This design comes from an exercise in tuning for small area on the open sky130 flow, not from production work.
The RTL was checked by simulation tests, not by an equivalence proof against the original design.
No activity file was given, so power comes from the tool's default toggle rates.

== job 3420 ==
==> flow/design.v <==
package stdp_pkg;
  localparam int HIST_LEN  = 16;  
  localparam int MAX_DT    = 12;  
  localparam int SYN_IDX_W = 4;   
  localparam int WEIGHT_W  = 16;
  localparam int DT_W      = $clog2(MAX_DT + 1);
  localparam logic [3:0] AGE_NONE = 4'd6;  
  typedef logic [HIST_LEN-1:0]  hist_t;     
  typedef logic [SYN_IDX_W-1:0] syn_idx_t;
  typedef logic [DT_W-1:0]      dt_t;       
  typedef logic [7:0]           prob_t;     
  typedef logic [WEIGHT_W-1:0]  weight_t;   
endpackage
`timescale 1ns/1ps
module spike_history #(
  parameter int N_SYN = 16
) (
  input  logic               clock,
  input  logic               rst,
  input  logic               shift,      
  input  logic               post_spike,
  input  logic [N_SYN-1:0]   pre_spike,
  input  stdp_pkg::syn_idx_t syn_sel,
  output logic [3:0]         post_age,
  output logic [3:0]         pre_age
);
  logic [3:0] post_q;
  logic [3:0] pre_q [N_SYN];
  function automatic logic [3:0] age_next(input logic [3:0] a, input logic s);
    if (s)
      age_next = 4'd0;
    else
      age_next = {~a[1], ~(a[0] ^ a[3]), a[2], ~a[0] & ~(a[1] & a[2])};
  endfunction
  always_ff @(posedge clock)
  begin
    if (rst)
    begin
      post_q <= stdp_pkg::AGE_NONE;
      for (int i = 0; i < N_SYN; i++)
      begin
        pre_q[i] <= stdp_pkg::AGE_NONE;
      end
    end
    else if (shift)
    begin
      post_q <= age_next(post_q, post_spike);
      for (int i = 0; i < N_SYN; i++)
      begin
        pre_q[i] <= age_next(pre_q[i], pre_spike[i]);
      end
    end
  end
  assign post_age = post_q;
  always_comb
  begin
    pre_age = '0;
    for (int i = 0; i < N_SYN; i++)
      pre_age = pre_age | (pre_q[i] & {4{syn_sel == i}});
  end
endmodule
`timescale 1ns/1ps
module spike_timing (
  input  logic       [3:0] post_age,
  input  logic       [3:0] pre_age,
  output logic             pair_any,   
  output logic             pair_ltd,   
  output stdp_pkg::dt_t    pair_dt     
);
  logic post_new;
  logic pre_new;
  logic [3:0] srch;  
  assign post_new = (post_age == 4'd0);
  assign pre_new  = (pre_age == 4'd0);
  assign pair_any = post_new | pre_new;
  assign pair_ltd = ~post_new & pre_new;
  assign srch     = post_new ? pre_age : post_age;
  always_comb
  begin
    case (srch)
      4'd0:    pair_dt = 4'd0;
      4'd13:   pair_dt = 4'd1;
      4'd14:   pair_dt = 4'd2;
      4'd2:    pair_dt = 4'd3;
      4'd5:    pair_dt = 4'd4;
      4'd10:   pair_dt = 4'd5;
      4'd1:    pair_dt = 4'd6;
      4'd8:    pair_dt = 4'd7;
      4'd9:    pair_dt = 4'd8;
      4'd12:   pair_dt = 4'd9;
      4'd11:   pair_dt = 4'd10;
      4'd4:    pair_dt = 4'd11;
      4'd15:   pair_dt = 4'd12;
      default: pair_dt = 4'd15;  
    endcase
  end
endmodule
`timescale 1ns/1ps
module plasticity_decision #(
  parameter logic [7:0] LFSR_SEED = 8'hFF  
) (
  input  logic                clock,
  input  logic                rst,
  input  logic                learn,
  input  stdp_pkg::syn_idx_t  syn_sel,
  input  logic                pair_any,
  input  logic                pair_ltd,
  input  stdp_pkg::dt_t       pair_dt,
  output logic                upd_valid,  
  output logic                upd_fire,   
  output logic                upd_up,     
  output stdp_pkg::syn_idx_t  upd_index
);
  logic [7:0]         lfsr_q;
  logic [7:0]         lfsr_n;
  stdp_pkg::prob_t    ltp_prob;
  stdp_pkg::prob_t    ltd_prob;
  stdp_pkg::prob_t    prob;
  logic               hit;
  logic               p_valid;
  logic               p_hit;
  logic               p_up;
  stdp_pkg::syn_idx_t p_index;
  assign lfsr_n = {lfsr_q[6:0], lfsr_q[0] ^ lfsr_q[2] ^ lfsr_q[3] ^ lfsr_q[5]};
  always_ff @(posedge clock)
  begin
    if (rst)
      lfsr_q <= LFSR_SEED;
    else
      lfsr_q <= lfsr_n;
  end
  always_comb
  begin
    case (pair_dt)
      4'd1:    ltp_prob = 8'd255;
      4'd2:    ltp_prob = 8'd199;
      4'd3:    ltp_prob = 8'd155;
      4'd4:    ltp_prob = 8'd120;
      4'd5:    ltp_prob = 8'd94;
      4'd6:    ltp_prob = 8'd73;
      4'd7:    ltp_prob = 8'd57;
      4'd8:    ltp_prob = 8'd44;
      4'd9:    ltp_prob = 8'd35;
      4'd10:   ltp_prob = 8'd27;
      4'd11:   ltp_prob = 8'd21;
      4'd12:   ltp_prob = 8'd16;
      default: ltp_prob = 8'd0;
    endcase
  end
  always_comb
  begin
    case (pair_dt)
      4'd1:    ltd_prob = 8'd255;
      4'd2:    ltd_prob = 8'd225;
      4'd3:    ltd_prob = 8'd199;
      4'd4:    ltd_prob = 8'd175;
      4'd5:    ltd_prob = 8'd155;
      4'd6:    ltd_prob = 8'd136;
      4'd7:    ltd_prob = 8'd120;
      4'd8:    ltd_prob = 8'd106;
      4'd9:    ltd_prob = 8'd94;
      4'd10:   ltd_prob = 8'd83;
      4'd11:   ltd_prob = 8'd73;
      4'd12:   ltd_prob = 8'd64;
      default: ltd_prob = 8'd0;
    endcase
  end
  assign prob = pair_ltd ? ltd_prob : ltp_prob;
  logic gt;
  always_comb
  begin
    gt = 1'b0;
    for (int k = 0; k < 8; k++)
    begin
      gt = (prob[k] & ~lfsr_n[k]) | (~(prob[k] ^ lfsr_n[k]) & gt);
    end
  end
  assign hit  = learn & pair_any & gt;
  always_ff @(posedge clock)
  begin
    if (rst)
    begin
      p_valid   <= 1'b0;
      p_hit     <= 1'b0;
      upd_valid <= 1'b0;
      upd_fire  <= 1'b0;
    end
    else
    begin
      p_valid   <= learn;
      p_hit     <= hit;
      upd_valid <= p_valid;
      upd_fire  <= p_hit;
    end
  end
  always_ff @(posedge clock)
  begin
    p_up      <= ~pair_ltd;
    p_index   <= syn_sel;
    upd_up    <= p_up;
    upd_index <= p_index;
  end
endmodule
`timescale 1ns/1ps
module weight_store #(
  parameter int          N_SYN       = 16,
  parameter logic [15:0] INIT_WEIGHT = 16'd2
) (
  input  logic               clock,
  input  logic               rst,
  input  logic               upd_fire,
  input  logic               upd_up,
  input  stdp_pkg::syn_idx_t upd_index,
  input  stdp_pkg::syn_idx_t rd_sel,
  output stdp_pkg::weight_t  rd_weight
);
  stdp_pkg::weight_t mem [N_SYN];
  stdp_pkg::weight_t cur;    
  stdp_pkg::weight_t wdata;  
  logic              sat;    
  logic [N_SYN-1:0]  we;
  logic [N_SYN-1:0] upd_oh;  
  logic [N_SYN-1:0] rd_oh;   
  always_comb
  begin
    cur       = '0;
    rd_weight = '0;
    for (int i = 0; i < N_SYN; i++)
    begin
      upd_oh[i] = (upd_index == i);
      rd_oh[i]  = (rd_sel == i);
      cur       = cur | (mem[i] & {16{upd_oh[i]}});
      rd_weight = rd_weight | (mem[i] & {16{rd_oh[i]}});
    end
  end
  logic [16:0] carry;
  always_comb
  begin
    carry[0] = 1'b1;
    for (int k = 0; k < 16; k++)
    begin
      carry[k+1] = carry[k] & ~(cur[k] ^ upd_up);
    end
  end
  assign sat   = carry[16];  
  assign wdata = rst ? INIT_WEIGHT : (cur ^ carry[15:0]);
  always_comb
  begin
    for (int i = 0; i < N_SYN; i++)
    begin
      we[i] = rst | (upd_fire & ~sat & upd_oh[i]);
    end
  end
  always_ff @(posedge clock)
  begin
    for (int i = 0; i < N_SYN; i++)
    begin
      if (we[i])
        mem[i] <= wdata;
    end
  end
endmodule
`timescale 1ns/1ps
module stdp_synapse_top #(
  parameter int          N_SYN       = 16,     
  parameter logic [15:0] INIT_WEIGHT = 16'd2,
  parameter logic [7:0]  LFSR_SEED   = 8'hFF
) (
  input  logic               clock,
  input  logic               rst,
  input  logic               shift,
  input  logic               post_spike,
  input  logic               learn,
  input  logic [N_SYN-1:0]   pre_spike,
  input  stdp_pkg::syn_idx_t syn_sel,
  input  stdp_pkg::syn_idx_t rd_sel,
  output stdp_pkg::weight_t  rd_weight,
  output logic               upd_valid,
  output logic               upd_fire,
  output logic               upd_up
);
  logic [3:0]         post_age;
  logic [3:0]         pre_age;
  logic               pair_any;
  logic               pair_ltd;
  stdp_pkg::dt_t      pair_dt;
  stdp_pkg::syn_idx_t upd_index;
  spike_history #(
    .N_SYN (N_SYN)
  ) hist0 (
    .clock      (clock),
    .rst        (rst),
    .shift      (shift),
    .post_spike (post_spike),
    .pre_spike  (pre_spike),
    .syn_sel    (syn_sel),
    .post_age   (post_age),
    .pre_age    (pre_age)
  );
  spike_timing timing0 (
    .post_age (post_age),
    .pre_age  (pre_age),
    .pair_any (pair_any),
    .pair_ltd (pair_ltd),
    .pair_dt  (pair_dt)
  );
  plasticity_decision #(
    .LFSR_SEED (LFSR_SEED)
  ) decide0 (
    .clock     (clock),
    .rst       (rst),
    .learn     (learn),
    .syn_sel   (syn_sel),
    .pair_any  (pair_any),
    .pair_ltd  (pair_ltd),
    .pair_dt   (pair_dt),
    .upd_valid (upd_valid),
    .upd_fire  (upd_fire),
    .upd_up    (upd_up),
    .upd_index (upd_index)
  );
  weight_store #(
    .N_SYN       (N_SYN),
    .INIT_WEIGHT (INIT_WEIGHT)
  ) store0 (
    .clock     (clock),
    .rst       (rst),
    .upd_fire  (upd_fire),
    .upd_up    (upd_up),
    .upd_index (upd_index),
    .rd_sel    (rd_sel),
    .rd_weight (rd_weight)
  );
endmodule
clock: 7.0 ns
lec_check: 0
cap_margin: 20
core_margin: 2
core_utilization: 40
gpl_timing_driven: 0
slew_margin: 20
standard.sh (not shown) runs the stock make flow with config.mk's settings and CLKGATE_MAP_FILE= SYNTH_SCRIPT=/design/flow/synth_recipe.tcl, a recipe that flattens the netlist after the stock synthesis.
==> flow/flow/run.sh <==
#!/bin/bash
# Layout: the standard flow (standard.sh), with these changes passed to
# ORFS through its own variables:
#  - synthesis: the standard flow's script, but ABC maps the logic with area.abc
#  - clock tree: no dummy loads, and leaf clusters sized for this design
#  - port buffers: the smallest buffer cell instead of the resizer's pick
#  - synthesis buffers removed at floorplan (placement is not timing driven)
# Each tool's output stays in ORFS's own logs (orfs/logs/...); the make output
# of the whole run goes to standard.log.
set -euo pipefail
HERE="$(cd "$(dirname "${BASH_SOURCE[0]}")" && pwd)"
source "$HERE/knobs.sh"
export CTS_ARGS
export BUFFER_PORTS_ARGS
export REMOVE_ABC_BUFFERS=1
export OWN_ABC_SCRIPT="$HERE/area.abc"
export FLOW_SYNTH_TCL="$PWD/synth_recipe.tcl"
sed "s|SYNTH_SCRIPT=[^ ]*|SYNTH_SCRIPT=$HERE/synth.tcl|" standard.sh > standard_own.sh
grep -q "SYNTH_SCRIPT=$HERE/synth.tcl" standard_own.sh
bash standard_own.sh > standard.log 2>&1
==> flow/flow/area.abc <==
strash
balance
rewrite
refactor
balance
rewrite
rewrite -z
balance
refactor -z
rewrite -z
balance
balance
rewrite
refactor
balance
rewrite
rewrite -z
balance
refactor -z
rewrite -z
balance
&get -n
&st
&dch -f
&nf -a -p -R 1000
&put
==> flow/flow/knobs.sh <==
CTS_ARGS="-sink_clustering_enable -repair_clock_nets -dont_use_dummy_load -buf_list sky130_fd_sc_hd__clkbuf_16 -sink_clustering_size 25 -sink_clustering_max_diameter 100"
BUFFER_PORTS_ARGS="-buffer_cell sky130_fd_sc_hd__buf_1"
==> flow/flow/synth.tcl <==
# The standard flow's synthesis (synth_recipe.tcl, sourced below) with one change: the ABC
# script that maps the logic is area.abc instead of ORFS's speed script.
# Flip-flops are mapped before ABC runs, so the registers are the same.
proc abc {args} {
  set i [lsearch -exact $args -script]
  if { $i >= 0 && [regexp {abc_(speed|area)\.script$} [lindex $args [expr {$i + 1}]]] } {
    lset args [expr {$i + 1}] $::env(OWN_ABC_SCRIPT)
  }
  yosys abc {*}$args
}
source $::env(FLOW_SYNTH_TCL)
Modified inputs, job 253 compared to job 3420
Settings: GPL_TIMING_DRIVEN no longer set, was 0.
-- flow/flow/run.sh --
<<< job 3420, line 7
#  - synthesis buffers removed at floorplan (placement is not timing driven)
>>> job 253, line 7
<<< job 3420, line 15
export REMOVE_ABC_BUFFERS=1
>>> job 253, line 14
Findings:
Number of cells on the critical path: job 253 vs job 3420 down 1
Net switching power delta for job 253 relative to job 3420: 22 uW higher
Row sequential share of layout area: job 253 higher / job 3420 lower
Of job 3420 and job 253, the run reporting the lower worst max-slew margin expressed relative to the limit was job 253.
Part of the power in registers sits lower in job 253 than in job 3420.
Job 253 vs job 3420, critical path endpoint: store0.mem[8][0]$_DFFE_PP_ vs store0.mem[5][1]$_DFFE_PP_
Global-route track usage on met1 up 2.3 points in job 253 wrt job 3420
Of job 3420 and job 253, job 3420 shows the lower post-placement cell count, with job 253 above it.
Lower actual transition at the worst max-transition pin among job 3420 and job 253: job 3420
Diff job 253..job 3420 | total congestion overflow | unchanged
Looking at combinational gate power, job 253 sits about 1% higher than job 3420 does.
The following lists how job 9005 was set up differently from job 253:
-- flow/flow/area.abc --
<<< job 253, line 27
>>> job 9005, line 27
&get -n
&st
&dch -f
&nf -a -p -R 1000
&put
==> flow/flow/knobs.sh <==
CTS_ARGS="-sink_clustering_enable -repair_clock_nets -dont_use_dummy_load -buf_list {sky130_fd_sc_hd__clkbuf_8 sky130_fd_sc_hd__clkbuf_16} -sink_clustering_size 25 -sink_clustering_max_diameter 100"
BUFFER_PORTS_ARGS="-buffer_cell sky130_fd_sc_hd__buf_1"
==> comparison <==
Job 9005 completed end to end with timing, DRC and antenna clean. Where worst hold slack is concerned, job 253 is better than job 9005. Number of global-route vias before repair: job 9005 > job 253. Share of total power in combinational logic: job 9005 vs job 253 — no meaningful difference. Of job 253 and job 9005, the higher register area share after synthesis belongs to job 9005.
diff inputs: job 9005 => job 4699
-- flow/flow/area.abc --
<<< job 9005, line 27
&get -n
&st
&dch -f
&nf -a -p -R 1000
&put
>>> job 4699, line 27
==> flow/flow/knobs.sh <==
CTS_ARGS="-sink_clustering_enable -repair_clock_nets -dont_use_dummy_load -buf_list sky130_fd_sc_hd__clkbuf_8 -sink_clustering_size 16 -sink_clustering_max_diameter 60"
BUFFER_PORTS_ARGS="-buffer_cell sky130_fd_sc_hd__buf_1"
- The clock skew of job 4699 exceeds that of job 9005 by 8.6 ps.
- In terms of utilization, job 9005 and job 4699 differ only marginally.
- Against job 9005 as the reference, job 4699 delivers a lower power.
- Compared with job 9005, job 4699 degrades die outline area.

[what the ideal ports hide]
In the flow no input, the clock included, has a driving cell. The finished layouts below were timed again as built, in two steps.
Step 1, drivers: a clkbuf_16 drives clock and a buf_2 each remaining input, both assumed.
Step 2 moves the port delays by t, midway between the first and last clock arrival at a register: inputs arrive t later, outputs are due t later. That takes back most of the time a late clock gives input paths.
Three values: ideal, step 1, step 2; two values: the first two.
run | shift t [ns] | setup WS [ns] | cell pins on the clock port's net
job 3420 | 0.553 | 0.559 / 0.559 / 0.036 | 1
job 253 | 0.565 | 0.715 / 0.715 / 0.637 | 1
job 9005 | 0.560 | 0.541 / 0.541 / 0.232 | 1
job 4699 | 0.628 | 0.690 / 0.690 / 0.602 | 1
After both steps every run listed still meets setup and hold. For job 3420, which loses most, drivers alone change the setup slack by 0.000 ns; drivers and shift together by -0.523 ns.
